This design comes from an exercise in tuning for small area, a short achievable clock period and few clock cycles per item on the open sky130 flow, not from production work.
At most, simulation tests tie the RTL to the original design; equivalence was not proved.
For runs 2 to 4, only the layout was checked, not whether the RTL still works.
Power and IR drop assume default switching activity.

$ cat flow/config.mk
export PLATFORM = sky130hd
export DESIGN_NAME = centered_moving_average_unit
export DESIGN_NICKNAME = centered_moving_average_unit
export VERILOG_FILES = /design/flow/design.v
export SDC_FILE = /design/flow/constraint.sdc
export NUM_CORES = 4
export LEC_CHECK = 0
export ABC_CLOCK_PERIOD_IN_PS = 2500
export CAP_MARGIN = 20
export CORE_MARGIN = 2
export CORE_UTILIZATION = 40
export CTS_BUF_LIST = sky130_fd_sc_hd__clkbuf_8
export CTS_CLUSTER_DIAMETER = 45
export CTS_CLUSTER_SIZE = 16
export SETUP_SLACK_MARGIN = 2.9
export SLEW_MARGIN = 20
export TNS_END_PERCENT = 10
$ cat flow/constraint.sdc
create_clock -name core_clock -period 5.5 [get_ports {clk}]
set_input_delay 1.1000 -clock core_clock [delete_from_list [all_inputs] [get_ports {clk}]]
set_output_delay 1.1000 -clock core_clock [all_outputs]
set_load 0.01 [all_outputs]
$ cat flow/design.v
package cma_pkg;
  localparam int CMA_MAX_HALF_WIDTH = 31;
  localparam int CMA_SAMPLE_BITS    = 24;
  localparam int VALUE_W = 24;
  localparam int YEAR_W  = 14;
  localparam int MONTH_W = 4;
  localparam int TAG_W   = YEAR_W + MONTH_W;
  localparam int CFG_W   = 5;
  localparam int TDATA_W = 48;
  localparam int CNT_W   = 6;                  
  localparam int ACC_W   = VALUE_W + CNT_W;    
endpackage
module cma_vline #(
  parameter int W     = 24,
  parameter int NSEG  = 5,
  parameter int LBASE = 2
) (
  input  logic            clk,
  input  logic            step,
  input  logic            tail,
  input  logic [NSEG-1:0] sel,
  input  logic [W-1:0]    din,
  output logic [W-1:0]    dout
);
  logic [W-1:0] chain [0:NSEG];
  assign chain[0] = din;
  for (genvar j = 0; j < NSEG; j++) begin : g_seg
    localparam int L = LBASE << j;
    logic [7:0] start;
    logic [7:0] first;
    logic [5:0] hold;
    logic [W-1:0] qv [0:L-1];
    if (j == 0) begin : g_s0
      assign start = '0;
    end else begin : g_sj
      assign start = 8'(LBASE) * 8'(sel[j-1:0]);
    end
    assign first = 8'(sel) - start;
    always_ff @(posedge clk) begin
      hold <= first[7] ? '0 : first[5:0];
    end
    for (genvar k = 0; k < L; k++) begin : g_st
      logic         sh;
      logic [W-1:0] q;
      assign sh = step || (tail && (hold <= 6'(k)));
      always_ff @(posedge clk) begin
        if (sh) q <= (k == 0) ? chain[j] : qv[(k == 0) ? 0 : k-1];
      end
      assign qv[k] = q;
    end
    assign chain[j+1] = sel[j] ? qv[L-1] : chain[j];
  end
  always_ff @(posedge clk) begin
    if (step || tail) dout <= chain[NSEG];
  end
endmodule
module cma_tline #(
  parameter int W     = 18,
  parameter int NSEG  = 5,
  parameter int LBASE = 1
) (
  input  logic            clk,
  input  logic            step,
  input  logic            tail,
  input  logic            clr,
  input  logic            mark,
  input  logic [NSEG-1:0] sel,
  input  logic [W-1:0]    din,
  output logic [W-1:0]    dout
);
  logic [W-1:0] chain [0:NSEG];
  logic         mchain [0:NSEG];
  assign chain[0]  = din;
  assign mchain[0] = mark;
  for (genvar j = 0; j < NSEG; j++) begin : g_seg
    localparam int L = LBASE << j;
    logic [W-1:0] qv [0:L-1];
    logic         mv [0:L-1];
    for (genvar k = 0; k < L; k++) begin : g_st
      logic         q_m;
      logic [W-1:0] q;
      always_ff @(posedge clk) begin
        if (step || (tail && !q_m)) q <= (k == 0) ? chain[j] : qv[(k == 0) ? 0 : k-1];
      end
      always_ff @(posedge clk) begin
        if (clr) begin
          q_m <= 1'b0;
        end else if (step) begin
          q_m <= (k == 0) ? mchain[j] : mv[(k == 0) ? 0 : k-1];
        end
      end
      assign qv[k] = q;
      assign mv[k] = q_m;
    end
    assign chain[j+1]  = sel[j] ? qv[L-1] : chain[j];
    assign mchain[j+1] = sel[j] ? mv[L-1] : mchain[j];
  end
  always_ff @(posedge clk) begin
    if (step || tail) dout <= chain[NSEG];
  end
endmodule
module cma_kadd #(
  parameter int W = 30
) (
  input  logic [W-1:0] a,
  input  logic [W-1:0] b,
  input  logic         ci,
  output logic [W-1:0] s
);
  localparam int L = $clog2(W + 1);
  logic [W:0] G [0:L];
  logic [W:0] P [0:L];
  assign G[0] = {a & b, ci};
  assign P[0] = {a ^ b, 1'b0};
  for (genvar l = 0; l < L; l++) begin : g_l
    for (genvar i = 0; i <= W; i++) begin : g_i
      if (i >= (1 << l)) begin : g_c
        assign G[l+1][i] = G[l][i] | (P[l][i] & G[l][i - (1 << l)]);
        assign P[l+1][i] = P[l][i] & P[l][i - (1 << l)];
      end else begin : g_n
        assign G[l+1][i] = G[l][i];
        assign P[l+1][i] = P[l][i];
      end
    end
  end
  assign s = (a ^ b) ^ G[L][W-1:0];
endmodule
import cma_pkg::*;
module cma_slot (
  input  logic               clk,
  input  logic               rst,
  input  logic               cfg,         
  input  logic               cfg_h0,      
  input  logic               part,        
  input  logic               tlast,       
  input  logic [VALUE_W-1:0] x,
  input  logic [VALUE_W-1:0] popv,        
  input  logic [4:0]         h,
  input  logic               h0,          
  output logic               busy,
  output logic               ended,
  output logic               emit,        
  output logic               user,        
  output logic               ended_nx,    
  output logic               busy_q,      
  output logic               ended_q,     
  output logic               done,        
  output logic [ACC_W-1:0]   cs_s,
  output logic [ACC_W-1:0]   cs_c,
  output logic [CNT_W-1:0]   n
);
  logic [5:0]       t;
  logic [4:0]       f;
  logic             short_q;
  logic             pv;        
  logic             ge2h;      
  logic             em;        
  logic             fdone;     
  logic [CNT_W-1:0] n0;
  logic [ACC_W-1:0] b_s;
  logic [ACC_W-1:0] b_c;
  logic [ACC_W-1:0] opa;
  logic [ACC_W-1:0] opb;
  logic [ACC_W-1:0] s1;
  logic [ACC_W-1:0] c1;
  logic [ACC_W-1:0] s2;
  logic [ACC_W-1:0] c2;
  logic             up;        
  logic             dn;        
  logic [4:0]       f1;
  logic [6:0]       t1;
  assign n0     = busy ? n : '0;
  assign b_s    = busy ? cs_s : '0;
  assign b_c    = busy ? cs_c : '0;
  assign up     = !ended && !pv && n0[0];
  assign dn     = ended && pv && !n0[0];
  assign opa    = ended ? '0 : ACC_W'(x);
  assign opb    = pv ? ~(ACC_W'(popv)) : '1;
  assign s1     = b_s ^ b_c ^ opa;
  assign c1     = {(b_s[ACC_W-2:0] & b_c[ACC_W-2:0]) | (b_s[ACC_W-2:0] & opa[ACC_W-2:0]) |
                   (b_c[ACC_W-2:0] & opa[ACC_W-2:0]), !dn};
  assign s2     = s1 ^ c1 ^ opb;
  assign c2     = {(s1[ACC_W-2:0] & c1[ACC_W-2:0]) | (s1[ACC_W-2:0] & opb[ACC_W-2:0]) |
                   (c1[ACC_W-2:0] & opb[ACC_W-2:0]), up};
  assign f1     = ended ? f + 5'd1 : 5'd0;
  assign t1     = {1'b0, t} + 7'd1;
  assign done   = part && (ended ? fdone : (tlast && h0));
  assign emit   = part && em;
  assign user   = done && (ended ? short_q : !ge2h);
  assign ended_nx = part ? ((ended || tlast) && !done) : ended;
  assign busy_q   = !(rst || cfg) && (part ? !done : busy);
  assign ended_q  = !(rst || cfg) && ended_nx;
  always_ff @(posedge clk) begin
    if (rst || cfg) begin
      busy  <= 1'b0;
      ended <= 1'b0;
      t     <= '0;
      f     <= '0;
      pv    <= 1'b0;
      ge2h  <= rst || cfg_h0;
      em    <= rst || cfg_h0;
      fdone <= 1'b0;
    end else if (part) begin
      if (done) begin
        busy  <= 1'b0;
        ended <= 1'b0;
        t     <= '0;
        f     <= '0;
        pv    <= 1'b0;
        ge2h  <= h0;
        em    <= h0;
        fdone <= 1'b0;
      end else begin
        busy  <= 1'b1;
        ended <= ended || tlast;
        t     <= (t == 6'd63) ? t : t1[5:0];
        f     <= f1;
        pv    <= ge2h;
        ge2h  <= (t1 >= {1'b0, h, 1'b0});
        em    <= (t1 >= {2'b00, h});
        fdone <= (f1 + 5'd1 == h);
      end
    end
  end
  always_ff @(posedge clk) begin
    if (part) begin
      short_q <= ended ? short_q : !ge2h;
      n       <= n0 + CNT_W'(!ended) - CNT_W'(pv);
      cs_s    <= s2;
      cs_c    <= c2;
    end
  end
endmodule
module cma_ksub #(
  parameter int W = 8
) (
  input  logic [W-1:0] a,
  input  logic [W-1:0] b,
  output logic         ge,
  output logic [W-1:0] d
);
  localparam int L = $clog2(W + 1);
  logic [W:0] G [0:L];
  logic [W:0] P [0:L];
  assign G[0] = {a & ~b, 1'b1};
  assign P[0] = {~(a ^ b), 1'b0};
  for (genvar l = 0; l < L; l++) begin : g_l
    for (genvar i = 0; i <= W; i++) begin : g_i
      if (i >= (1 << l)) begin : g_c
        assign G[l+1][i] = G[l][i] | (P[l][i] & G[l][i - (1 << l)]);
        assign P[l+1][i] = P[l][i] & P[l][i - (1 << l)];
      end else begin : g_n
        assign G[l+1][i] = G[l][i];
        assign P[l+1][i] = P[l][i];
      end
    end
  end
  assign d  = ~(a ^ b) ^ G[L][W-1:0];
  assign ge = G[L][W];
endmodule
module cma_divstage #(
  parameter int QW = 24,
  parameter int DW = 6
) (
  input  logic [DW-1:0] r_in,
  input  logic [QW-1:0] b_in,
  input  logic [DW-1:0] den,
  input  logic [DW+1:0] den3,
  output logic [DW-1:0] r_out,
  output logic [QW-1:0] b_out
);
  logic [DW+1:0] v;
  logic [DW+1:0] d1;
  logic [DW:0]   d2;
  logic [DW+1:0] d3;
  logic          g1;
  logic          g2;
  logic          g3;
  assign v = {r_in, b_in[QW-1:QW-2]};
  cma_ksub #(.W(DW+2)) u_s1 (.a(v),         .b({2'b00, den}), .ge(g1), .d(d1));
  cma_ksub #(.W(DW+1)) u_s2 (.a(v[DW+1:1]), .b({1'b0, den}),  .ge(g2), .d(d2));
  cma_ksub #(.W(DW+2)) u_s3 (.a(v),         .b(den3),         .ge(g3), .d(d3));
  assign r_out = g3 ? d3[DW-1:0] : g2 ? {d2[DW-2:0], v[0]} : g1 ? d1[DW-1:0] : v[DW-1:0];
  assign b_out = {b_in[QW-3:0], g2, g3 || (g1 && !g2)};
endmodule
module cma_divider #(
  parameter int QW = 24,
  parameter int DW = 6,
  parameter int XW = 20
) (
  input  logic             clk,
  input  logic             rst,
  input  logic             en,
  input  logic             in_valid,
  input  logic [QW+DW-1:0] in_num,
  input  logic [DW-1:0]    in_den,
  input  logic [DW+1:0]    in_den3,
  input  logic [XW-1:0]    in_side,
  output logic             out_valid,
  output logic [QW-1:0]    out_q,
  output logic [XW-1:0]    out_side
);
  localparam int NS = QW / 2;
  logic [NS:0]   v;
  logic [DW-1:0] r  [0:NS];
  logic [DW-1:0] d  [0:NS];
  logic [DW+1:0] d3 [0:NS];
  logic [QW-1:0] b  [0:NS];
  logic [XW-1:0] s  [0:NS];
  assign v[0]  = in_valid;
  assign r[0]  = in_num[QW+DW-1:QW];
  assign d[0]  = in_den;
  assign d3[0] = in_den3;
  assign b[0]  = in_num[QW-1:0];
  assign s[0]  = in_side;
  for (genvar g = 0; g < NS; g++) begin : g_st
    logic [DW-1:0] rn;
    logic [QW-1:0] bn;
    cma_divstage #(.QW(QW), .DW(DW)) u_stage (
      .r_in  (r[g]),
      .b_in  (b[g]),
      .den   (d[g]),
      .den3  (d3[g]),
      .r_out (rn),
      .b_out (bn)
    );
    logic          vq;
    logic [DW-1:0] rq;
    logic [DW-1:0] dq;
    logic [DW+1:0] d3q;
    logic [QW-1:0] bq;
    logic [XW-1:0] sq;
    always_ff @(posedge clk) begin
      if (rst) begin
        vq <= 1'b0;
      end else if (en) begin
        vq <= v[g];
      end
    end
    always_ff @(posedge clk) begin
      if (en) begin
        rq  <= rn;
        dq  <= d[g];
        d3q <= d3[g];
        bq  <= bn;
        sq  <= s[g];
      end
    end
    assign v[g+1]  = vq;
    assign r[g+1]  = rq;
    assign d[g+1]  = dq;
    assign d3[g+1] = d3q;
    assign b[g+1]  = bq;
    assign s[g+1]  = sq;
  end
  assign out_valid = v[NS];
  assign out_q     = b[NS];
  assign out_side  = s[NS];
endmodule
import cma_pkg::*;
module centered_moving_average_unit #(
  parameter int MAX_HALF_WIDTH = CMA_MAX_HALF_WIDTH,
  parameter int SAMPLE_BITS    = CMA_SAMPLE_BITS
) (
  input  logic               clk,
  input  logic               rst,
  input  logic               cfg_wr_en,
  input  logic [CFG_W-1:0]   cfg_wr_data,    
  input  logic               s_axis_tvalid,
  output logic               s_axis_tready,
  input  logic [TDATA_W-1:0] s_axis_tdata,   
  input  logic               s_axis_tlast,   
  output logic               m_axis_tvalid,
  input  logic               m_axis_tready,
  output logic [TDATA_W-1:0] m_axis_tdata,   
  output logic               m_axis_tlast,   
  output logic               m_axis_tuser    
);
  localparam int SIDE_W = TAG_W + 2;
  localparam int RES_W  = VALUE_W + SIDE_W;
  logic [4:0]         h;
  logic               clr;
  logic               in_valid;
  logic [VALUE_W-1:0] in_x;
  logic [TAG_W-1:0]   in_tag;
  logic               in_last;
  logic               acc;
  logic               en;
  logic               skid_valid;
  logic               skid_valid_nx;
  logic               ptr;
  logic [1:0]         s_busy, s_ended, s_emit, s_user, s_ended_nx, s_done, s_part;
  logic               h0;
  logic [ACC_W-1:0]   s_cs  [0:1];
  logic [ACC_W-1:0]   s_cc  [0:1];
  logic [CNT_W-1:0]   s_n   [0:1];
  logic               f_a, f_t, f_b;
  logic               f_a_nx, f_t_nx, in_valid_nx;
  logic               step_r, tail_r;
  logic               cb_nx, ce_nx, ob_nx;
  logic [1:0]         s_busy_q, s_ended_q;
  logic               step;
  logic               tail;
  logic               consume;
  logic               flip;
  logic               ptr_nx;
  logic [VALUE_W-1:0] popv;
  logic [TAG_W-1:0]   ctag;
  logic               e_valid;
  logic               e_slot;
  logic               e_last;
  logic               e_user;
  localparam int LO_W = ACC_W / 2;
  localparam int HI_W = ACC_W - LO_W;
  logic               a_valid;
  logic [LO_W:0]      a_lo;
  logic [HI_W-1:0]    a_hi;
  logic [CNT_W-1:0]   a_den;
  logic [SIDE_W-1:0]  a_side;
  logic [LO_W:0]      lo_sum [0:1];
  logic [HI_W-1:0]    hi_sum [0:1];
  logic               p_valid;
  logic [ACC_W-1:0]   p_num;
  logic [CNT_W-1:0]   p_den;
  logic [CNT_W+1:0]   p_den3;
  logic [SIDE_W-1:0]  p_side;
  logic               d_valid;
  logic [VALUE_W-1:0] d_q;
  logic [SIDE_W-1:0]  d_side;
  logic               arrive;
  logic [RES_W-1:0]   arr_data;
  logic [RES_W-1:0]   skid_data;
  logic [RES_W-1:0]   out_data;
  logic               out_take;
  assign clr = rst || cfg_wr_en;
  assign en  = !skid_valid;
  assign acc = s_axis_tvalid && s_axis_tready && !rst;
  always_ff @(posedge clk) begin
    if (rst) begin
      in_valid <= 1'b0;
    end else begin
      in_valid <= in_valid_nx;
    end
  end
  always_ff @(posedge clk) begin
    if (s_axis_tready) begin
      in_x    <= s_axis_tdata[VALUE_W-1:0];
      in_tag  <= s_axis_tdata[VALUE_W +: TAG_W];
      in_last <= s_axis_tlast;
    end
  end
  always_ff @(posedge clk) begin
    if (rst) begin
      s_axis_tready <= 1'b1;
    end else begin
      s_axis_tready <= !((in_valid && !consume && !cfg_wr_en) || acc) || (!skid_valid_nx && !ce_nx);
    end
  end
  always_ff @(posedge clk) begin
    if (rst) begin
      h  <= '0;
      h0 <= 1'b1;
    end else if (cfg_wr_en) begin
      h  <= cfg_wr_data;
      h0 <= (cfg_wr_data == '0);
    end
  end
  assign step    = en && (in_valid || f_a);
  assign consume = en && in_valid && !f_b;
  assign s_part[0] = en && (ptr ? s_busy[0] : (in_valid || f_b));
  assign s_part[1] = en && (ptr ? (in_valid || f_b) : s_busy[1]);
  assign tail = en && !in_valid && f_t;
  assign flip = ptr ? (s_ended_nx[1] && (!s_busy[0] || s_done[0]))
                    : (s_ended_nx[0] && (!s_busy[1] || s_done[1]));
  assign ptr_nx = clr ? 1'b0 : (step || tail) ? (ptr ^ flip) : ptr;
  assign cb_nx  = ptr_nx ? s_busy_q[1] : s_busy_q[0];
  assign ce_nx  = ptr_nx ? s_ended_q[1] : s_ended_q[0];
  assign ob_nx  = ptr_nx ? s_busy_q[0] : s_busy_q[1];
  assign in_valid_nx = (in_valid && !consume && !cfg_wr_en) || acc;
  assign f_a_nx      = ce_nx || (!cb_nx && ob_nx);
  assign f_t_nx      = ob_nx && cb_nx && !ce_nx;
  always_ff @(posedge clk) begin
    if (rst) begin
      f_a    <= 1'b0;
      f_t    <= 1'b0;
      f_b    <= 1'b0;
      step_r <= 1'b0;
      tail_r <= 1'b0;
    end else begin
      f_a    <= f_a_nx;
      f_t    <= f_t_nx;
      f_b    <= cb_nx && ce_nx;
      step_r <= !skid_valid_nx && (in_valid_nx || f_a_nx);
      tail_r <= !skid_valid_nx && !in_valid_nx && f_t_nx;
    end
  end
  always_ff @(posedge clk) begin
    if (clr) begin
      ptr <= 1'b0;
    end else begin
      ptr <= ptr_nx;
    end
  end
  for (genvar i = 0; i < 2; i++) begin : g_slot
    cma_slot u_slot (
      .clk      (clk),
      .rst      (rst),
      .cfg      (cfg_wr_en),
      .cfg_h0   (cfg_wr_data == '0),
      .part     (s_part[i]),
      .tlast    (in_last),
      .x        (in_x),
      .popv     (popv),
      .h        (h),
      .h0       (h0),
      .busy     (s_busy[i]),
      .ended    (s_ended[i]),
      .emit     (s_emit[i]),
      .user     (s_user[i]),
      .ended_nx (s_ended_nx[i]),
      .busy_q   (s_busy_q[i]),
      .ended_q  (s_ended_q[i]),
      .done     (s_done[i]),
      .cs_s     (s_cs[i]),
      .cs_c     (s_cc[i]),
      .n        (s_n[i])
    );
  end
  cma_vline #(.W(VALUE_W), .NSEG(5), .LBASE(2)) u_vline (
    .clk  (clk),
    .step (step_r),
    .tail (tail_r),
    .sel  (h),
    .din  (in_x),
    .dout (popv)
  );
  cma_tline #(.W(TAG_W), .NSEG(5), .LBASE(1)) u_tline (
    .clk  (clk),
    .step (step_r),
    .tail (tail_r),
    .clr  (clr || ((step || tail) && flip)),
    .mark (consume),
    .sel  (h),
    .din  (in_tag),
    .dout (ctag)
  );
  always_ff @(posedge clk) begin
    if (rst) begin
      e_valid <= 1'b0;
    end else if (en) begin
      e_valid <= s_emit[0] || s_emit[1];
    end
  end
  always_ff @(posedge clk) begin
    if (en) begin
      e_slot <= s_emit[1];
      e_last <= s_emit[1] ? s_done[1] : s_done[0];
      e_user <= s_emit[1] ? s_user[1] : s_user[0];
    end
  end
  for (genvar i = 0; i < 2; i++) begin : g_half
    assign lo_sum[i] = {1'b0, s_cs[i][LO_W-1:0]} + {1'b0, s_cc[i][LO_W-1:0]};
    assign hi_sum[i] = s_cs[i][ACC_W-1:LO_W] + s_cc[i][ACC_W-1:LO_W];
  end
  always_ff @(posedge clk) begin
    if (rst) begin
      a_valid <= 1'b0;
      p_valid <= 1'b0;
    end else if (en) begin
      a_valid <= e_valid;
      p_valid <= a_valid;
    end
  end
  always_ff @(posedge clk) begin
    if (en) begin
      a_lo   <= e_slot ? lo_sum[1] : lo_sum[0];
      a_hi   <= e_slot ? hi_sum[1] : hi_sum[0];
      a_den  <= e_slot ? s_n[1] : s_n[0];
      a_side <= {ctag, e_last, e_user};
      p_num  <= {a_hi + HI_W'(a_lo[LO_W]), a_lo[LO_W-1:0]};
      p_den  <= a_den;
      p_den3 <= {2'b00, a_den} + {1'b0, a_den, 1'b0};
      p_side <= a_side;
    end
  end
  cma_divider #(.QW(VALUE_W), .DW(CNT_W), .XW(SIDE_W)) u_div (
    .clk       (clk),
    .rst       (rst),
    .en        (en),
    .in_valid  (p_valid),
    .in_num    (p_num),
    .in_den    (p_den),
    .in_den3   (p_den3),
    .in_side   (p_side),
    .out_valid (d_valid),
    .out_q     (d_q),
    .out_side  (d_side)
  );
  assign arrive   = en && d_valid;
  assign arr_data = {d_side, d_q};
  assign out_take = !m_axis_tvalid || m_axis_tready;
  assign skid_valid_nx = out_take ? 1'b0 : (skid_valid || arrive);
  always_ff @(posedge clk) begin
    if (rst) begin
      m_axis_tvalid <= 1'b0;
      skid_valid    <= 1'b0;
    end else begin
      skid_valid <= skid_valid_nx;
      if (out_take) begin
        m_axis_tvalid <= skid_valid || arrive;
      end
    end
  end
  always_ff @(posedge clk) begin
    if (out_take) begin
      out_data <= skid_valid ? skid_data : arr_data;
    end
  end
  always_ff @(posedge clk) begin
    if (!out_take && !skid_valid) begin
      skid_data <= arr_data;
    end
  end
  assign m_axis_tdata = {{(TDATA_W - VALUE_W - TAG_W){1'b0}}, out_data[RES_W-1 -: TAG_W], out_data[VALUE_W-1:0]};
  assign m_axis_tlast = out_data[VALUE_W + 1];
  assign m_axis_tuser = out_data[VALUE_W];
endmodule
$ cat flow/run.sh
#!/bin/bash
# synth_recipe.tcl (not shown) runs the flow's synth.tcl, then flattens the netlist and writes it again
# the make line also repeats each setting of config.mk as NAME=value (left out here)
make -C /OpenROAD-flow-scripts/flow DESIGN_CONFIG=/design/flow/config.mk WORK_HOME=/design/flow/orfs CLKGATE_MAP_FILE= SYNTH_SCRIPT=/design/flow/synth_recipe.tcl finish
==> run notes, run 1 <==
Clk pwr share 31.2%; final instance area ~140000 sq um; ANT nets after route 0; DR WL/cell ~19 um; largest net degree at the start of global routing 184; outcome timing/DRC/antenna clean; die area roughly 310000 sq um; crit path DAT 3380 ps; Mean Syn Cell Area around 19 sq um; Post-Place Setup Slack 1990 ps; DP HPWL around 140 mm; CP Capture Type flip-flop; post-synthesis compound-gate area fraction approximately 4%; Rows ~200; TNS Setup 0 ps; flops & latches, synth approximately 3300; Switch Pwr between 10 and 15 mW; die width about 560 um; clock buffer depth 4; Ports approximately 110; Hold-fix buffers, CTS 0; post-synthesis xor/xnor area fraction around 1.4%; antenna violations before repair 28; Initial Util between 40% and 50%; WS Path Type reg2reg; Total Power about 57 mW; core area slightly above 300000 sq um; sequential cell area roughly 100000 sq um; DR iter-0 viols between 4000 and 5000; post-synthesis instance total 6622; Final Core Density between 40% and 50%; pwr/cell area 404 nW/um^2; simple-gate area share of the yosys netlist about 3.8%; remaining global-route overflow 0; P_int about 42 mW; fill cell count about 26000; register area share after synthesis between 70 and 80%; Final Skew 97.8 ps; Post-synth EDFFs roughly 3200; Setup WS post-layout around 2800 ps; htree depth 5; Routed WL about 220 mm; IO buf count 98; CP max-delay cell edfxtp_1; CTS tree done; leading register cell type out of synthesis edfxtp_1; most common cell after layout, fill and taps aside edfxtp_1; YS warnings 46; worst hold path class reg2reg; Num CTS Buffers ~360; ys async rst share 0%; fin. max-slew vios 0; post-synthesis mux area share slightly below 4%; power share of the combinational group a little over an eighth; critical-path cell list inv_1 > ha_1 > o21ai_0 > nand2b_1 > o41ai_4 > o21ai_2 > nor2b_1 > a211o_1 > mux2_2; Tot GR Track Use a little over an eighth; area occupied by multi-input gates around 24000 sq um; Final period util approximately half; GP Congestion 0.814; vias in the first global route 56300; Sequential Power Share between 50% and 60%; fmax between 300 and 400 MHz; Post-Synth Adder-Cell Area 5.52%; first-pass GRT wire length 333 mm; min Tclk post-route ~2700 ps; layout cells sized above 1 17.4%; Final Net Count 7694; Slew Limit Headroom 33.5%; Sw Share approximately a quarter; final hold vios 0; clock sinks roughly 3300; CP max stage delay 420 ps; DRC violations left 0; Worst Max-Slew Pin Slew 995 ps; CTS root buf clkbuf_8; CP Launch Type flip-flop; Leak Pwr about 49 nW; Crit path required time just over 6000 ps; Max-Cap Viols 0; crit path max fanout 6; Synth cell types 77; setup violators final 0; Worst-path clk slew about 90 ps; Peak VDD IR 0.246 mV; largest family of logic cells by synthesized area adder cells; area grow syn2layout 13.1%; Vias between 50000 and 60000; Mapped Area around 120000 sq um; RSZ-0062 raised after global routing yes; cell family with most CP delay compound AO/OA/AOI/OAI gates; worst skew pair latency 1000 ps; most frequent cells in the layout edfxtp_1 (3217), clkbuf_8 (371), ha_1 (366); Post-DP Area roughly 130000 sq um; Vias/cell ~4.8; Pre-Repair DR Iteration Count 7; CP Buf/Inv Count 1; Die Span Y between 500 and 600 um
-- power by group through the flow --
stage | sequential (mW) | clock, mW | combinational (mW)
after global routing | 31.5 | 19.4 | 8.58
after floorplan | 31.4 | 0 | 5.24
after detailed placement | 31.8 | 0 | 7.04
after CTS | 31.3 | 18.4 | 7.10
final | 31.2 | 17.7 | 7.70
after global placement | 31.8 | 0 | 6.86
-- worst paths after layout --
path | startpoint | endpoint | slack, ps | cells after the start
setup / recovery | u_div.g_st[4].dq[2] | u_div.g_st[5].rq[5] | 2820 | 9
hold / removal | u_vline.g_seg[4].g_st[13].q[0] | u_vline.g_seg[4].g_st[14].q[0] | 370 | 0
setup reg to reg | u_div.g_st[4].dq[2] | u_div.g_st[5].rq[5] | 2820 | 9
hold reg to reg | u_vline.g_seg[4].g_st[13].q[0] | u_vline.g_seg[4].g_st[14].q[0] | 370 | 0
-- synth_stat cells (18+ instances only) --
library cell | count | area share, %
or2_2 | 19 | 0.096
clkbuf_1 | 83 | 0.25
ha_1 | 381 | 3.8
a21o_1 | 19 | 0.12
mux2_4 | 162 | 2.0
or3_1 | 18 | 0.091
edfxtp_1 | 3217 | 78
dfxtp_1 | 121 | 2.0
o21ai_0 | 270 | 1.1
mux2i_1 | 96 | 0.77
and2_1 | 126 | 0.64
nor3_1 | 55 | 0.22
inv_1 | 333 | 1.0
o21a_1 | 90 | 0.54
nand3_1 | 63 | 0.25
a21oi_1 | 170 | 0.69
fa_1 | 104 | 1.7
mux2_2 | 136 | 1.2
nor2_1 | 230 | 0.70
xnor2_1 | 126 | 0.89
nand2b_1 | 47 | 0.24
nor2b_1 | 114 | 0.58
nand2_1 | 256 | 0.77
a211oi_1 | 29 | 0.18
xor2_1 | 76 | 0.54
o211ai_1 | 26 | 0.16
a2111oi_0 | 24 | 0.17
-- final cells by class --
class	instances	share of cell area [%]
Timing Repair Buffer	272	1.74
Tap cell	4120	3.67
Antenna cell	18	0.0321
Timing Repair inverter	2	0.00713
Clock inverter	270	2.11
Inverter	338	0.933
Sequential cell	3338	70.6
Multi-Input combinational cell	2839	17.3
Clock buffer	371	3.64
-- repair_timing --
action / in CTS / in global routing
setup endpoints to repair: 1053 / 1297
pin swaps: 0 / 39
buffers inserted: 5 / 64
gates cloned: 2 / 2
hold endpoints to repair: 0 / 0
resized for setup: 98 / 228
-- cell families (layout without fill, tap and decap cells) --
| family | Yosys count | count (layout) |
|---|---|---|
| AOI/OAI and AO/OA | 778 | 778 |
| xor gates and xnor gates | 202 | 202 |
| adders and majority gates | 485 | 485 |
| buffers and inverters | 454 | 1253 |
| DFF | 3338 | 3338 |
| muxes | 394 | 394 |
| other | 1 | 28 |
| and+or+nand+nor | 970 | 970 |
-- stage by stage --
step | std cells | hold WS, ps
global route | 11600 | 388
global placement | 10800 | 400
finish | 11600 | 373
detailed placement | 10800 | 405
floorplan | 6631 | 400
CTS | 11500 | 370
-- routing by layer --
metal | share of wire [%] | vias up | wire length [um] | track usage [%]
met1 | 44 | 28000 | 98200 | 18.7
met3 | 5.1 | 440 | 11400 | 2.50
li1 | - | 26200 | - | -
met2 | 47 | 1301 | 104000 | 22.0
met5 | 0.0050 | - | 11 | 0
met4 | 3.5 | 2 | 7810 | 5.14
-- flip-flops by register name (all words and copies together) (netlist names), 24 cells and up --
signal / cells
g_slot.u_slot.cs_s: 60
u_div.g_st.d3q: 88
u_vline.g_seg.hold: 29
out_data: 44
u_tline.g_seg.g_st.q: 558
u_div.g_st.rq: 66
g_slot.u_slot.cs_c: 60
u_tline.g_seg.g_st.q_m: 31
u_div.g_st.sq: 240
u_vline.g_seg.g_st.q: 1488
in_x: 24
u_div.g_st.bq: 288
u_div.g_st.dq: 55
u_vline.dout: 24
p_num: 30
skid_data: 44
Testbench counts, summed over its fixed seeds: cycles 15,462, items 13,361.
==> run 2: changes to the inputs <==
--- a/flow/design.v
+++ b/flow/design.v
@@ -25,2 +25,3 @@
   logic [W-1:0] chain [0:NSEG];
+  logic [W-1:0] last  [0:NSEG-1];
   assign chain[0] = din;
@@ -50,3 +51,13 @@
     end
-    assign chain[j+1] = sel[j] ? qv[L-1] : chain[j];
+    assign last[j] = qv[L-1];
+  end
+  for (genvar m = 1; m <= NSEG; m++) begin : g_pick
+    logic [W-1:0] cm;
+    always_comb begin
+      cm = sel[m-1:0] == '0 ? din : '0;
+      for (int i = 0; i < m; i++) begin
+        if (sel[i] && (((sel[m-1:0] >> i) >> 1) == '0)) cm = cm | last[i];
+      end
+    end
+    assign chain[m] = cm;
   end
@@ -72,2 +83,4 @@
   logic         mchain [0:NSEG];
+  logic [W-1:0] last   [0:NSEG-1];
+  logic         mlast  [0:NSEG-1];
   assign chain[0]  = din;
@@ -94,4 +107,20 @@
     end
-    assign chain[j+1]  = sel[j] ? qv[L-1] : chain[j];
-    assign mchain[j+1] = sel[j] ? mv[L-1] : mchain[j];
+    assign last[j]  = qv[L-1];
+    assign mlast[j] = mv[L-1];
+  end
+  for (genvar m = 1; m <= NSEG; m++) begin : g_pick
+    logic [W-1:0] cm;
+    logic         mm;
+    always_comb begin
+      cm = sel[m-1:0] == '0 ? din : '0;
+      mm = sel[m-1:0] == '0 ? mark : 1'b0;
+      for (int i = 0; i < m; i++) begin
+        if (sel[i] && (((sel[m-1:0] >> i) >> 1) == '0)) begin
+          cm = cm | last[i];
+          mm = mm | mlast[i];
+        end
+      end
+    end
+    assign chain[m]  = cm;
+    assign mchain[m] = mm;
   end
--- a/flow/config.mk
+++ b/flow/config.mk
@@ -11,5 +11,5 @@
 export CORE_UTILIZATION = 40
-export CTS_BUF_LIST = sky130_fd_sc_hd__clkbuf_8
-export CTS_CLUSTER_DIAMETER = 45
-export CTS_CLUSTER_SIZE = 16
+export CTS_BUF_LIST = sky130_fd_sc_hd__clkbuf_8 sky130_fd_sc_hd__clkbuf_16
+export CTS_CLUSTER_DIAMETER = 60
+export CTS_CLUSTER_SIZE = 20
 export SETUP_SLACK_MARGIN = 2.9
==> run 2 against run 1 <==
Net effect: clock power barely moved; clock skew rose by 22 ps; worst hold slack got worse by 24 ps; total power rose by 5.5%; setup slack got worse by 120 ps; largest power group unchanged; sequential cell count did not move; synthesized area rose by 0.72%; critical path type unchanged; register-to-register slack got worse by 120 ps; first-iteration DRC count rose by 33%; utilization fell by 0.21 points; sequential share of layout area fell by 0.31 points.
==> run notes, run 2 <==
outcome timing/DRC/antenna clean; CP most frequent cell buf_4; YS warnings just under 50; worst hold path cell count 0; Post-synth top cells edfxtp_1 (3217), nand2_1 (577), ha_1 (389); first-pass GRT wire length 367 mm; core area around 310000 sq um; Num CTS Buffers between 200 and 250; r2r worst-path depth 5; die width 563 um; Peak VDD IR 0.303 mV; Final Net Count 8034; max FFs per register ~1500; RSZ-0062 raised after global routing yes; Die Span Y roughly 560 um; top cells by area, synth edfxtp_1 (77%), ha_1 (3.9%), dfxtp_1 (1.9%); antenna violations before repair 21; CTS root buf clkbuf_16; Post-synth EDFFs 3217; CP max stage delay ~680 ps; HP Start u_vline.g_seg[3].g_st[8].q[21]; pwr/cell area 424 nW/um^2; htree depth 4; CP Capture Type flip-flop; biggest regs u_vline.g_seg.g_st.q x1488, u_tline.g_seg.g_st.q x558, u_div.g_st.bq x288; largest net degree at the start of global routing 203; Pre-Repair DR Iteration Count 9; worst hold path class reg2reg; Crit path required time 6150 ps; most frequent cells in the layout edfxtp_1 (3217), nand2_1 (564), inv_1 (379); final hold vios 0; Leak Pwr about 50 nW; crit path DAT about 3500 ps; Setup WS post-layout roughly 2700 ps; ANT nets after route 0; post-synthesis instance total 7109; Post-Place Setup Slack 1950 ps; Tot GR Track Use between 10% and 20%; Synth cell types 75; Worst Max-Slew Pin Slew approximately 1200 ps; Vias/cell 5.05; CP max-delay cell buf_4; DR iter-0 viols roughly 5900; critical-path cell list buf_4 > ha_1 > buf_4 > a22oi_1 > o211ai_1; WS Path Type reg2reg; clock buffer depth 4; leading register cell type out of synthesis edfxtp_1; ys async rst share 0%; Rows between 200 and 250; worst skew pair latency 970 ps; CTS tree done; setup violators final 0; Initial Util 40.1%; DR WL/cell slightly above 20 um; fmax approximately 360 MHz; Max-Cap Viols 0; Yosys top cell by area edfxtp_1; clock sinks 3338; R2R Path End u_vline.g_seg[3].g_st[0].q[3]; Mapped Area around 120000 sq um; remaining global-route overflow 0; Vias slightly below 60000; hold-critical path endpoint u_vline.g_seg[3].g_st[9].q[21]; crit path max fanout about 50; die area ~320000 sq um; min Tclk post-route 2800 ps; flop2flop setup slack 2700 ps; Routed WL roughly 250 mm; DP HPWL between 150 and 200 mm; Mean Syn Cell Area 17.6 sq um; Slew Limit Headroom approximately a fifth; DRC violations left 0; Worst-path clk slew around 80 ps; GP Congestion 0.850; Total Power about 60 mW; Biggest register u_vline.g_seg.g_st.q; register area share after synthesis between 70% and 80%; area grow syn2layout 12.8%; Crit Reg-Reg Startpoint h[1]; CP Launch Type flip-flop; most common cell after layout, fill and taps aside edfxtp_1; Final Skew approximately 120 ps; fin. max-slew vios 0; vias in the first global route 59700; flops & latches, synth 3338; most numerous cell in the Yosys netlist edfxtp_1; area share of the largest cell type after synthesis between 70 and 80%; layout cells sized above 1 between 10% and 20%; Hold-fix buffers, CTS 0; Final period util between 50% and 60%; Ports between 100 and 150; IO buf count 98
run 2: changes by cell type in the layout (fill, tap and decap cells not counted), sizes merged, moves of 42 or more:
cell,before,now
o21a,90,34
clkbuf,385,239
a21o,19,103
a221o,0,45
mux2,298,98
clkinv,101,43
a222oi,0,42
nand2,256,577
a22oi,7,51
a21oi,170,235
o211ai,26,81
run 2: per-stage QoR:
step	hold slack (ps)	std cells	util, %	instance area [sq um]	TNS [ps]
final	349	11800	45.3	141000	0
after global routing	370	11800	45.3	141000	0
after CTS	358	11700	44.9	140000	0
after detailed placement	405	11300	42.2	132000	0
after global placement	400	11300	42.2	132000	0
after floorplan	370	7118	-	125000	-8128260
run 2: critical path: cells and delay by family (launching register included):
family | cells | cell delay [ps]
fa+ha+maj | 1 | 270
compound gates | 2 | 650
flops | 1 | 330
buf+inv | 2 | 1300
run 2: how the worst max path moves through the flow:
stage	from	to	slack, ps	cells past startpoint
final	h[1]	u_vline.g_seg[3].g_st[0].q[3]	2700	5
after global routing	u_div.g_st[6].d3q[0]	u_div.g_st[7].rq[0]	2650	9
after CTS	out_data[30]	m_axis_tdata[28]	2730	1
after detailed placement	skid_valid	g_slot[0].u_slot.t[4]	1950	8
after global placement	skid_valid	g_slot[0].u_slot.t[2]	2050	8
after floorplan	skid_valid	tail_r	-8930	10
run 2: report_power, final:
| group | switching, mW | leakage [nW] | internal, mW |
|---|---|---|---|
| sequential | 1.38 | 32.3 | 31.6 |
| clock | 8.87 | 3.92 | 8.72 |
| combinational | 5.20 | 13.8 | 4.00 |
run 2: cell families (layout without fill, tap and decap cells):
family	count (synthesis)	after routing	synth area share, %
AO/OA/AOI/OAI	1021	1022	5.35
XOR/XNOR	237	237	1.66
adder cells (fa/ha/maj)	493	493	5.56
buffers and inverters	535	1065	1.63
flip-flops	3338	3338	79.3
multiplexers	218	218	1.85
other	1	13	0.00300
AND/OR/NAND/NOR	1266	1268	4.66
run 2: final cells by class:
| cell class | instances | area [sq um] |
|---|---|---|
| fill | 26600 | 170000 |
| timing repair inverter | 2 | 10.0 |
| sequential | 3338 | 99100 |
| antenna | 3 | 7.51 |
| tap | 4140 | 5180 |
| clock buffer | 238 | 5920 |
| timing repair buffer | 313 | 2830 |
| inverter | 346 | 1330 |
| multi-input combinational | 3248 | 24900 |
| clock inverter | 166 | 1740 |
run 2: timing repair:
action | in CTS | in global routing
gates cloned | 7 | 1
resized for setup | 149 | 116
setup buffers | 28 | 63
pin swaps | 18 | 46
endpoints found under the setup margin | 1519 | 782
run 2: metal layers:
| metal | global-route usage (%) | wire (um) | vias to the layer above |
|---|---|---|---|
| li1 | - | - | 27500 |
| met2 | 24.5 | 114000 | 1819 |
| met5 | 0 | 33 | - |
| met1 | 20.5 | 105000 | 29800 |
| met4 | 4.29 | 7050 | 6 |
| met3 | 3.71 | 19500 | 425 |
==> run 3: changes to the inputs <==
--- a/flow/design.v
+++ b/flow/design.v
@@ -25,3 +25,2 @@
   logic [W-1:0] chain [0:NSEG];
-  logic [W-1:0] last  [0:NSEG-1];
   assign chain[0] = din;
@@ -51,13 +50,3 @@
     end
-    assign last[j] = qv[L-1];
-  end
-  for (genvar m = 1; m <= NSEG; m++) begin : g_pick
-    logic [W-1:0] cm;
-    always_comb begin
-      cm = sel[m-1:0] == '0 ? din : '0;
-      for (int i = 0; i < m; i++) begin
-        if (sel[i] && (((sel[m-1:0] >> i) >> 1) == '0)) cm = cm | last[i];
-      end
-    end
-    assign chain[m] = cm;
+    assign chain[j+1] = sel[j] ? qv[L-1] : chain[j];
   end
@@ -83,4 +72,2 @@
   logic         mchain [0:NSEG];
-  logic [W-1:0] last   [0:NSEG-1];
-  logic         mlast  [0:NSEG-1];
   assign chain[0]  = din;
@@ -107,20 +94,4 @@
     end
-    assign last[j]  = qv[L-1];
-    assign mlast[j] = mv[L-1];
-  end
-  for (genvar m = 1; m <= NSEG; m++) begin : g_pick
-    logic [W-1:0] cm;
-    logic         mm;
-    always_comb begin
-      cm = sel[m-1:0] == '0 ? din : '0;
-      mm = sel[m-1:0] == '0 ? mark : 1'b0;
-      for (int i = 0; i < m; i++) begin
-        if (sel[i] && (((sel[m-1:0] >> i) >> 1) == '0)) begin
-          cm = cm | last[i];
-          mm = mm | mlast[i];
-        end
-      end
-    end
-    assign chain[m]  = cm;
-    assign mchain[m] = mm;
+    assign chain[j+1]  = sel[j] ? qv[L-1] : chain[j];
+    assign mchain[j+1] = sel[j] ? mv[L-1] : mchain[j];
   end
@@ -411,3 +382,2 @@
   logic               clr;
-  logic               in_valid;
   logic [VALUE_W-1:0] in_x;
@@ -426,4 +396,2 @@
   logic               f_a, f_t, f_b;
-  logic               f_a_nx, f_t_nx, in_valid_nx;
-  logic               step_r, tail_r;
   logic               cb_nx, ce_nx, ob_nx;
@@ -465,17 +433,6 @@
   assign en  = !skid_valid;
-  assign acc = s_axis_tvalid && s_axis_tready && !rst;
-  always_ff @(posedge clk) begin
-    if (rst) begin
-      in_valid <= 1'b0;
-    end else begin
-      in_valid <= in_valid_nx;
-    end
-  end
-  always_ff @(posedge clk) begin
-    if (s_axis_tready) begin
-      in_x    <= s_axis_tdata[VALUE_W-1:0];
-      in_tag  <= s_axis_tdata[VALUE_W +: TAG_W];
-      in_last <= s_axis_tlast;
-    end
-  end
+  assign acc     = s_axis_tvalid && s_axis_tready && !rst;
+  assign in_x    = s_axis_tdata[VALUE_W-1:0];
+  assign in_tag  = s_axis_tdata[VALUE_W +: TAG_W];
+  assign in_last = s_axis_tlast;
   always_ff @(posedge clk) begin
@@ -483,4 +440,10 @@
       s_axis_tready <= 1'b1;
+      f_a           <= 1'b0;
+      f_t           <= 1'b0;
+      f_b           <= 1'b0;
     end else begin
-      s_axis_tready <= !((in_valid && !consume && !cfg_wr_en) || acc) || (!skid_valid_nx && !ce_nx);
+      s_axis_tready <= !skid_valid_nx && !ce_nx;
+      f_a           <= ce_nx || (!cb_nx && ob_nx);
+      f_t           <= ob_nx && cb_nx && !ce_nx;
+      f_b           <= cb_nx && ce_nx;
     end
@@ -496,7 +459,7 @@
   end
-  assign step    = en && (in_valid || f_a);
-  assign consume = en && in_valid && !f_b;
-  assign s_part[0] = en && (ptr ? s_busy[0] : (in_valid || f_b));
-  assign s_part[1] = en && (ptr ? (in_valid || f_b) : s_busy[1]);
-  assign tail = en && !in_valid && f_t;
+  assign step    = en && (acc || f_a);
+  assign consume = acc;
+  assign s_part[0] = en && (ptr ? s_busy[0] : (acc || f_b));
+  assign s_part[1] = en && (ptr ? (acc || f_b) : s_busy[1]);
+  assign tail = en && !acc && f_t;
   assign flip = ptr ? (s_ended_nx[1] && (!s_busy[0] || s_done[0]))
@@ -507,20 +470,2 @@
   assign ob_nx  = ptr_nx ? s_busy_q[0] : s_busy_q[1];
-  assign in_valid_nx = (in_valid && !consume && !cfg_wr_en) || acc;
-  assign f_a_nx      = ce_nx || (!cb_nx && ob_nx);
-  assign f_t_nx      = ob_nx && cb_nx && !ce_nx;
-  always_ff @(posedge clk) begin
-    if (rst) begin
-      f_a    <= 1'b0;
-      f_t    <= 1'b0;
-      f_b    <= 1'b0;
-      step_r <= 1'b0;
-      tail_r <= 1'b0;
-    end else begin
-      f_a    <= f_a_nx;
-      f_t    <= f_t_nx;
-      f_b    <= cb_nx && ce_nx;
-      step_r <= !skid_valid_nx && (in_valid_nx || f_a_nx);
-      tail_r <= !skid_valid_nx && !in_valid_nx && f_t_nx;
-    end
-  end
   always_ff @(posedge clk) begin
@@ -559,4 +504,4 @@
     .clk  (clk),
-    .step (step_r),
-    .tail (tail_r),
+    .step (step),
+    .tail (tail),
     .sel  (h),
@@ -567,4 +512,4 @@
     .clk  (clk),
-    .step (step_r),
-    .tail (tail_r),
+    .step (step),
+    .tail (tail),
     .clr  (clr || ((step || tail) && flip)),
--- a/flow/config.mk
+++ b/flow/config.mk
@@ -11,5 +11,2 @@
 export CORE_UTILIZATION = 40
-export CTS_BUF_LIST = sky130_fd_sc_hd__clkbuf_8 sky130_fd_sc_hd__clkbuf_16
-export CTS_CLUSTER_DIAMETER = 60
-export CTS_CLUSTER_SIZE = 20
 export SETUP_SLACK_MARGIN = 2.9
==> run 3 against run 2 <==
Net effect: worst hold slack improved by 15 ps; synthesized cell count is 7.1% lower; routed wire length down 11%; global-route usage is 1.4 points lower; sequential cell count is 46 lower; clock power increased by 28%; critical path type is now in2reg; register-to-register slack about the same; highest routed layer is now met4; synthesized area decreased by 2.0%; non-clock buffer count rose by 11.
==> run notes, run 3 <==
crit path max fanout 4; clock sinks roughly 3300; CP max stage delay 730 ps; htree depth 5; Rows 203; simple-gate area share of the yosys netlist approximately 3.9%; TNS Setup 0 ps; Final Net Count a little under 8000; core area between 300000 and 400000 sq um; CP Capture Type flip-flop; CP Launch Type primary input; most common cell after layout, fill and taps aside edfxtp_1; Vias around 56000; CP max-delay cell clkdlybuf4s50_1; vias in the first global route between 50000 and 60000; outcome timing/DRC/antenna clean; Post-synth EDFFs 3174; Mapped Area between 100000 and 150000 sq um; met1 Usage GRT between 10% and 20%; fin. max-slew vios 0; CP most frequent cell mux2_2; Post-Synth Adder-Cell Area 5.59%; Worst-path clk slew approximately 60 ps; YS warnings between 40 and 50; Final Skew a little over 70 ps; most frequent cells in the layout edfxtp_1 (3174), ha_1 (361), clkbuf_16 (344); DP HPWL ~140 mm; layout cells sized above 1 16.8%; Cells after DPL roughly 11000; post-synthesis compound-gate area fraction 4.33%; remaining global-route overflow 0; ANT nets after route 0; largest net degree at the start of global routing 161; first-pass GRT wire length 329 mm; flops & latches, synth 3292; crit path DAT approximately 3600 ps; area share of the largest cell type after synthesis ~78%; Max-Cap Viols 0; Biggest register u_vline.g_seg.g_st.q; Vias/cell between 4 and 5; clock buffer depth 4; Ports 111; max FFs per register 1488; Routed WL between 200 and 250 mm; Non-Filler Instances 11500; post-synthesis mux area share 3.40%; post-synthesis xor/xnor area fraction roughly 1.5%; Synth cell types 75; ys async rst share 0%; Die Span Y 557 um; Yosys top cell by area edfxtp_1; worst skew pair latency just over 900 ps; leading register cell type out of synthesis edfxtp_1; setup violators final 0; IO buf count a little under 100; pwr/cell area between 400 and 500 nW/um^2; Peak VDD IR 0.330 mV; Final period util between 50% and 60%; fmax 345 MHz; Total Power ~65 mW; die width 557 um; Post-synth top cells edfxtp_1 (3174), ha_1 (380), inv_1 (317); Leak Pwr between 50 and 60 nW; final hold vios 0; met3 Use GR around 2.5%; Mean Syn Cell Area roughly 19 sq um; min Tclk post-route 2900 ps; most numerous cell in the Yosys netlist edfxtp_1; Tot GR Track Use between 10% and 20%; CTS root buf clkbuf_16; biggest regs u_vline.g_seg.g_st.q x1488, u_tline.g_seg.g_st.q x558, u_div.g_st.bq x288; Num CTS Buffers 336; die area between 300000 and 400000 sq um; GP Congestion a little over 0.8; post-synthesis instance total ~6600; Initial Util between 40% and 50%; RSZ-0062 raised after global routing yes; Final Core Density 46.7%; DR iter-0 viols 4336; top cells by area, synth edfxtp_1 (78%), ha_1 (3.9%), mux2_2 (2.4%); worst hold path class reg2reg; largest family of logic cells by synthesized area adder cells; Crit path required time between 6000 and 7000 ps; DRC violations left 0; area grow syn2layout 16.5%; Pre-Repair DR Iteration Count 7; critical-path cell list clkdlybuf4s50_1 > mux2_4 > mux2_2 > mux2_2 > mux2_2 > mux2_2; Hold-fix buffers, CTS 0; Slew Limit Headroom 34.6%; Worst Max-Slew Pin Slew ~980 ps; WS Path Type in2reg; antenna violations before repair 25; M2 GR Usage 21.7%; CTS tree done; fill cell count 25400; grt peak-use layer met2; DR WL/cell around 19 um; register area share after synthesis approximately four fifths
run 3: final timing paths:
kind | slack, ps | startpoint | end | cells past startpoint
max | 2600 | s_axis_tdata[17] | u_vline.dout[17] | 6
max reg2reg | 2690 | g_slot[1].u_slot.cs_s[0] | a_lo[14] | 10
min | 360 | u_vline.g_seg[2].g_st[3].q[14] | u_vline.g_seg[2].g_st[4].q[14] | 0
min reg2reg | 360 | u_vline.g_seg[2].g_st[3].q[14] | u_vline.g_seg[2].g_st[4].q[14] | 0
run 3: kinds of logic after synthesis:
group | count (synthesis)
mux | 364
other cells | 1
simple gates | 979
fa+ha+maj | 484
xor+xnor | 205
buf+inv | 455
compound gates | 824
flops | 3292
run 3: repair_timing:
item,in CTS,in global routing
pin swaps,7,64
resized for setup,130,187
cloned,7,2
buffers inserted,25,83
setup endpoints to repair,3032,1195
run 3: final cells by class:
class | instances | area [sq um] | area share (%)
Sequential cell | 3292 | 97700 | 68.5
Timing Repair Buffer | 324 | 3020 | 2.12
Tap cell | 4100 | 5130 | 3.60
Clock inverter | 193 | 2100 | 1.48
Inverter | 322 | 1260 | 0.884
Timing Repair inverter | 3 | 32.5 | 0.0228
Clock buffer | 427 | 8950 | 6.28
Antenna cell | 7 | 17.5 | 0.0123
Multi-Input combinational cell | 2866 | 24300 | 17.1
run 3: per-stage QoR:
step | area [sq um] | setup slack, ps | hold slack, ps
global placement | 129000 | 821 | 400
detailed placement | 129000 | 769 | 405
finish | 143000 | 2600 | 364
CTS | 141000 | 2590 | 351
global route | 143000 | 2590 | 384
floorplan | 123000 | 1140 | 400
run 3: critical path, delay by kind of cell:
| family | cells | cell delay, ps |
|---|---|---|
| buf+inv | 1 | 730 |
| mux | 5 | 1710 |
run 3: layer usage:
metal | up-vias | routed length (um)
met1 | 27800 | 97300
met5 | - | 0
met4 | 0 | 7970
met3 | 414 | 11900
met2 | 1307 | 101000
li1 | 26100 | -
run 3: report_power, final:
group	internal, mW	switching (mW)	total (mW)
registers	31.1	1.29	32.4
clock network	13.2	9.34	22.5
logic	4.53	5.23	9.76
total	48.8	15.9	64.7
==> run 4: changes to the inputs <==
--- a/flow/design.v
+++ b/flow/design.v
@@ -11,2 +11,4 @@
   localparam int ACC_W   = VALUE_W + CNT_W;    
+  localparam int LO_W    = ACC_W / 2;
+  localparam int HI_W    = ACC_W - LO_W;
 endpackage
@@ -147,4 +149,6 @@
   output logic               done,        
-  output logic [ACC_W-1:0]   cs_s,
-  output logic [ACC_W-1:0]   cs_c,
+  output logic [LO_W-1:0]    lo,
+  output logic [HI_W-1:0]    hi,
+  output logic               ca,
+  output logic               cb,
   output logic [CNT_W-1:0]   n
@@ -159,10 +163,10 @@
   logic [CNT_W-1:0] n0;
-  logic [ACC_W-1:0] b_s;
-  logic [ACC_W-1:0] b_c;
+  logic [LO_W-1:0]  b_lo;
+  logic [HI_W-1:0]  b_hi;
+  logic             b_ca;
+  logic             b_cb;
   logic [ACC_W-1:0] opa;
   logic [ACC_W-1:0] opb;
-  logic [ACC_W-1:0] s1;
-  logic [ACC_W-1:0] c1;
-  logic [ACC_W-1:0] s2;
-  logic [ACC_W-1:0] c2;
+  logic [LO_W+1:0]  lo_full;
+  logic [HI_W-1:0]  hi_nx;
   logic             up;        
@@ -172,14 +176,13 @@
   assign n0     = busy ? n : '0;
-  assign b_s    = busy ? cs_s : '0;
-  assign b_c    = busy ? cs_c : '0;
+  assign b_lo   = busy ? lo : '0;
+  assign b_hi   = busy ? hi : '0;
+  assign b_ca   = busy && ca;
+  assign b_cb   = busy && cb;
   assign up     = !ended && !pv && n0[0];
   assign dn     = ended && pv && !n0[0];
-  assign opa    = ended ? '0 : ACC_W'(x);
-  assign opb    = pv ? ~(ACC_W'(popv)) : '1;
-  assign s1     = b_s ^ b_c ^ opa;
-  assign c1     = {(b_s[ACC_W-2:0] & b_c[ACC_W-2:0]) | (b_s[ACC_W-2:0] & opa[ACC_W-2:0]) |
-                   (b_c[ACC_W-2:0] & opa[ACC_W-2:0]), !dn};
-  assign s2     = s1 ^ c1 ^ opb;
-  assign c2     = {(s1[ACC_W-2:0] & c1[ACC_W-2:0]) | (s1[ACC_W-2:0] & opb[ACC_W-2:0]) |
-                   (c1[ACC_W-2:0] & opb[ACC_W-2:0]), up};
+  assign opa     = ended ? '0 : ACC_W'(x);
+  assign opb     = pv ? ~(ACC_W'(popv)) : '1;
+  assign lo_full = (LO_W+2)'(b_lo) + (LO_W+2)'(opa[LO_W-1:0]) + (LO_W+2)'(opb[LO_W-1:0]) +
+                   (LO_W+2)'(!dn) + (LO_W+2)'(up);
+  assign hi_nx   = b_hi + opa[ACC_W-1:LO_W] + opb[ACC_W-1:LO_W] + HI_W'(b_ca) + HI_W'(b_cb);
   assign f1     = ended ? f + 5'd1 : 5'd0;
@@ -228,4 +231,6 @@
       n       <= n0 + CNT_W'(!ended) - CNT_W'(pv);
-      cs_s    <= s2;
-      cs_c    <= c2;
+      lo      <= lo_full[LO_W-1:0];
+      hi      <= hi_nx;
+      ca      <= lo_full[LO_W+1] || lo_full[LO_W];
+      cb      <= lo_full[LO_W+1];
     end
@@ -392,4 +397,5 @@
   logic               h0;
-  logic [ACC_W-1:0]   s_cs  [0:1];
-  logic [ACC_W-1:0]   s_cc  [0:1];
+  logic [LO_W-1:0]    s_lo  [0:1];
+  logic [HI_W-1:0]    s_hi  [0:1];
+  logic [1:0]         s_ca, s_cb;
   logic [CNT_W-1:0]   s_n   [0:1];
@@ -409,10 +415,2 @@
   logic               e_user;
-  localparam int LO_W = ACC_W / 2;
-  localparam int HI_W = ACC_W - LO_W;
-  logic               a_valid;
-  logic [LO_W:0]      a_lo;
-  logic [HI_W-1:0]    a_hi;
-  logic [CNT_W-1:0]   a_den;
-  logic [SIDE_W-1:0]  a_side;
-  logic [LO_W:0]      lo_sum [0:1];
   logic [HI_W-1:0]    hi_sum [0:1];
@@ -497,4 +495,6 @@
       .done     (s_done[i]),
-      .cs_s     (s_cs[i]),
-      .cs_c     (s_cc[i]),
+      .lo       (s_lo[i]),
+      .hi       (s_hi[i]),
+      .ca       (s_ca[i]),
+      .cb       (s_cb[i]),
       .n        (s_n[i])
@@ -535,4 +535,3 @@
   for (genvar i = 0; i < 2; i++) begin : g_half
-    assign lo_sum[i] = {1'b0, s_cs[i][LO_W-1:0]} + {1'b0, s_cc[i][LO_W-1:0]};
-    assign hi_sum[i] = s_cs[i][ACC_W-1:LO_W] + s_cc[i][ACC_W-1:LO_W];
+    assign hi_sum[i] = s_hi[i] + HI_W'(s_ca[i]) + HI_W'(s_cb[i]);
   end
@@ -540,7 +539,5 @@
     if (rst) begin
-      a_valid <= 1'b0;
       p_valid <= 1'b0;
     end else if (en) begin
-      a_valid <= e_valid;
-      p_valid <= a_valid;
+      p_valid <= e_valid;
     end
@@ -549,10 +546,6 @@
     if (en) begin
-      a_lo   <= e_slot ? lo_sum[1] : lo_sum[0];
-      a_hi   <= e_slot ? hi_sum[1] : hi_sum[0];
-      a_den  <= e_slot ? s_n[1] : s_n[0];
-      a_side <= {ctag, e_last, e_user};
-      p_num  <= {a_hi + HI_W'(a_lo[LO_W]), a_lo[LO_W-1:0]};
-      p_den  <= a_den;
-      p_den3 <= {2'b00, a_den} + {1'b0, a_den, 1'b0};
-      p_side <= a_side;
+      p_num  <= e_slot ? {hi_sum[1], s_lo[1]} : {hi_sum[0], s_lo[0]};
+      p_den  <= e_slot ? s_n[1] : s_n[0];
+      p_den3 <= e_slot ? ({2'b00, s_n[1]} + {1'b0, s_n[1], 1'b0}) : ({2'b00, s_n[0]} + {1'b0, s_n[0], 1'b0});
+      p_side <= {ctag, e_last, e_user};
     end
==> run 4 against run 3 <==
Net effect: global-route usage is 0.55 points higher; total power is 1.6% lower; clock skew is 3.0 ps higher; setup slack worse by 1100 ps; routed wire length is 1.8% higher; critical path depth is 12 higher; cell count is 0.22% lower; sequential share of layout area is 1.8 points lower; register-to-register slack worse by 1200 ps; combinational power is 8% higher; sequential cell count is 114 lower; still clean.
==> run notes, run 4 <==
outcome timing/DRC/antenna clean; flops & latches, synth 3178; met3 Use GR 2.42%; DRC violations left 0; Leak Pwr between 50 and 60 nW; register area share after synthesis roughly four fifths; antenna violations before repair 34; most numerous cell in the Yosys netlist edfxtp_1; remaining global-route overflow 0; most frequent cells in the layout edfxtp_1 (3061), ha_1 (385), clkbuf_16 (329); crit path max fanout 3; WHS 364 ps; P_int 47.6 mW; Final Net Count around 8000; clock buffer depth 4; Max-Cap Viols 0; leading register cell type out of synthesis edfxtp_1; Vias/cell between 4 and 5; min Tclk post-route ~4000 ps; CP Launch Type flip-flop; Post-DP Area roughly 130000 sq um; first-pass GRT wire length between 300 and 400 mm; TNS Setup 0 ps; Worst Max-Slew Pin Slew ~1100 ps; area grow syn2layout 18.7%; Mean Syn Cell Area about 18 sq um; Clk pwr share between 30% and 40%; fin. max-slew vios 0; CTS tree done; top cells by area, synth edfxtp_1 (77%), ha_1 (4.5%), mux2_2 (2.9%); IO buf count about 100; met1 Usage GRT between 20 and 25%; Mapped Area ~120000 sq um; CP Capture Type flip-flop; Rows 200; Routed WL ~220 mm; Post-synth EDFFs roughly 3000; DP HPWL between 100 and 150 mm; Final Skew 74.7 ps; vias in the first global route between 50000 and 60000; Setup WS post-layout around 1500 ps; Yosys top cell by area edfxtp_1; Pre-Repair DR Iteration Count 6; Synth cell types 75; DR iter-0 viols ~4100; WS Path Type reg2reg; Final period util 73.5%; Tot GR Track Use ~14%; Post-synth top cells edfxtp_1 (3061), ha_1 (425), inv_1 (341); Ports 111; CTS root buf clkbuf_16; area share of the largest cell type after synthesis 77.2%; clock sinks around 3200; Die Span Y around 550 um; Total Power approximately 64 mW; fmax between 200 and 250 MHz; Worst-path clk slew about 60 ps; crit path DAT around 4700 ps; pwr/cell area 450 nW/um^2; ys async rst share 0%; final instance area around 140000 sq um; grt peak-use layer met2; worst hold path class reg2reg; post-synthesis instance total ~6600; Final Core Density about 48%; die width 549 um; Crit path required time 6180 ps; Peak VDD IR approximately 0.31 mV; Initial Util between 40% and 50%; Hold-fix buffers, CTS 0; Slew Limit Headroom 28.6%; GP Congestion roughly 0.83; biggest regs u_vline.g_seg.g_st.q x1488, u_tline.g_seg.g_st.q x558, u_div.g_st.bq x288; Non-Filler Instances around 12000; Sequential Power Share between 40% and 50%; final hold vios 0; Post-Place Setup Slack -96.0 ps; CP max-delay cell or4_4; Biggest register u_vline.g_seg.g_st.q; most common cell after layout, fill and taps aside edfxtp_1; Switch Pwr 16.0 mW; die area around 300000 sq um; core area between 200000 and 300000 sq um; Vias between 50000 and 60000; M2 GR Usage roughly 22%; DR WL/cell just under 20 um; ANT nets after route 0; worst skew pair latency ~900 ps; Crit Reg-Reg Startpoint g_slot[1].u_slot.ended; Num CTS Buffers around 330; CP max stage delay 520 ps; power share of the combinational group 16.5%; Cells after DPL between 10000 and 15000; setup violators final 0; HP Start u_div.g_st[10].sq[1]; YS warnings 44; RSZ-0062 raised after global routing yes; Sw Share around a quarter; largest net degree at the start of global routing approximately 190; max FFs per register about 1500; layout cells sized above 1 between 20 and 25%; critical-path cell list inv_4 > nand2_2 > inv_1 > ha_1 > a21o_1 > a21oi_2 > o21a_1 > o31ai_4 > or4_4 > o311ai_2 > xnor2_1 > ha_1 > ha_4 > or4_4 > o21ai_2 > buf_4 > o21bai_1 > a21o_1; crit path from g_slot[1].u_slot.ended; htree depth 5
==> run 4: cell count changes after synthesis, sizes merged, moves of 31 or more <==
cell    previous run  this run
mux2i             66        97
and2             129        62
a21oi            194       267
ha               380       425
nor3              56        97
xor2              98        66
xnor2            107       166
edfxtp          3174      3061
o21ai            247       207
fa               104        35
==> run 4: final timing paths <==
check                         end  cells past startpoint  slack [ps]
max reg2reg   g_slot[1].u_slot.cb                     18        1460
max           g_slot[1].u_slot.cb                     18        1460
min          u_div.g_st[11].sq[1]                      0         360
min reg2reg  u_div.g_st[11].sq[1]                      0         360
==> run 4: per-layer routing <==
| layer | wire length [um] | vias to the layer above |
|---|---|---|
| li1 | - | 26500 |
| met1 | 103000 | 28000 |
| met2 | 102000 | 1294 |
| met3 | 11400 | 368 |
| met4 | 6420 | 0 |
| met5 | 0 | - |
==> run 4: timing repair <==
action / in CTS / in global routing
gates resized for setup: 260 / 308
endpoints found under the setup margin: 3048 / 1203
gates cloned: 9 / 3
setup buffers: 86 / 114
pin swaps: 115 / 122
==> run 4: cells by family (layout without fill, tap and decap cells) <==
group | after synthesis | in the layout | synth area share, %
adder cells (fa/ha/maj) | 460 | 460 | 5.06
XOR/XNOR | 232 | 232 | 1.71
flip-flops | 3178 | 3178 | 79.2
buffers and inverters | 466 | 1422 | 1.55
AND/OR/NAND/NOR | 996 | 997 | 4.08
multiplexers | 406 | 406 | 3.74
AO/OA/AOI/OAI | 851 | 854 | 4.67
other | 1 | 21 | 0.00315
==> run 4: critical path: cells and delay by family, from the launching register on <==
kind,cells,cell delay [ps]
xor gates and xnor gates,1,160
buffers and inverters,3,250
AOI/OAI and AO/OA,8,1150
and+or+nand+nor,3,1100
DFF,1,390
adders and majority gates,3,720
==> run 4: cell type report <==
class / instances / area (sq um)
antenna: 11 / 27.5
inverter: 345 / 1340
multi-input combinational: 2959 / 25200
sequential: 3178 / 94300
clock inverter: 203 / 2480
clock buffer: 395 / 8540
timing repair inverter: 1 / 7.51
timing repair buffer: 478 / 4430
fill: 24500 / 155000
tap: 3939 / 4930
==> run 4: power groups by stage <==
| stage | combinational [mW] | sequential (mW) | clock (mW) |
|---|---|---|---|
| 2_1_floorplan | 6.50 | 30.9 | 0 |
| 3_3_place_gp | 8.68 | 31.3 | 0 |
| 5_1_grt | 11.5 | 31.1 | 23.9 |
| 4_1_cts | 9.18 | 30.9 | 22.9 |
| 6_report | 10.5 | 30.9 | 22.3 |
| 3_5_place_dp | 8.86 | 31.4 | 0 |

## port drivers added, routing unchanged
How much do the figures lean on ideal ports? The routed layouts below were timed once more, with nothing changed but the port constraints.
Step 1 assumes that a clkbuf_16 drives the clock port and a buf_2 every other input.
Step 2, shift: input delay + t, output delay - t, t = (earliest + latest rising clock arrival at the registers) / 2. This alone moves slack from input paths to output paths.
a / b / c = ideal / step 1 / step 2; a / b = the first two.
run	t (ns)	setup slack, ns	clock arrival spread, ns
run 1	1.042	2.820 / 2.742 / 2.014	0.114 / 0.114
run 2	0.992	2.699 / 2.699 / 2.023	0.146 / 0.146
run 3	0.992	2.599 / 2.671 / 1.680	0.077 / 0.077
run 4	0.986	1.459 / 1.459 / 0.626	0.095 / 0.095
After both steps setup and hold are still met in every run listed. For run 3, which loses most, drivers alone change the setup slack by +0.072 ns; drivers and shift together by -0.919 ns.
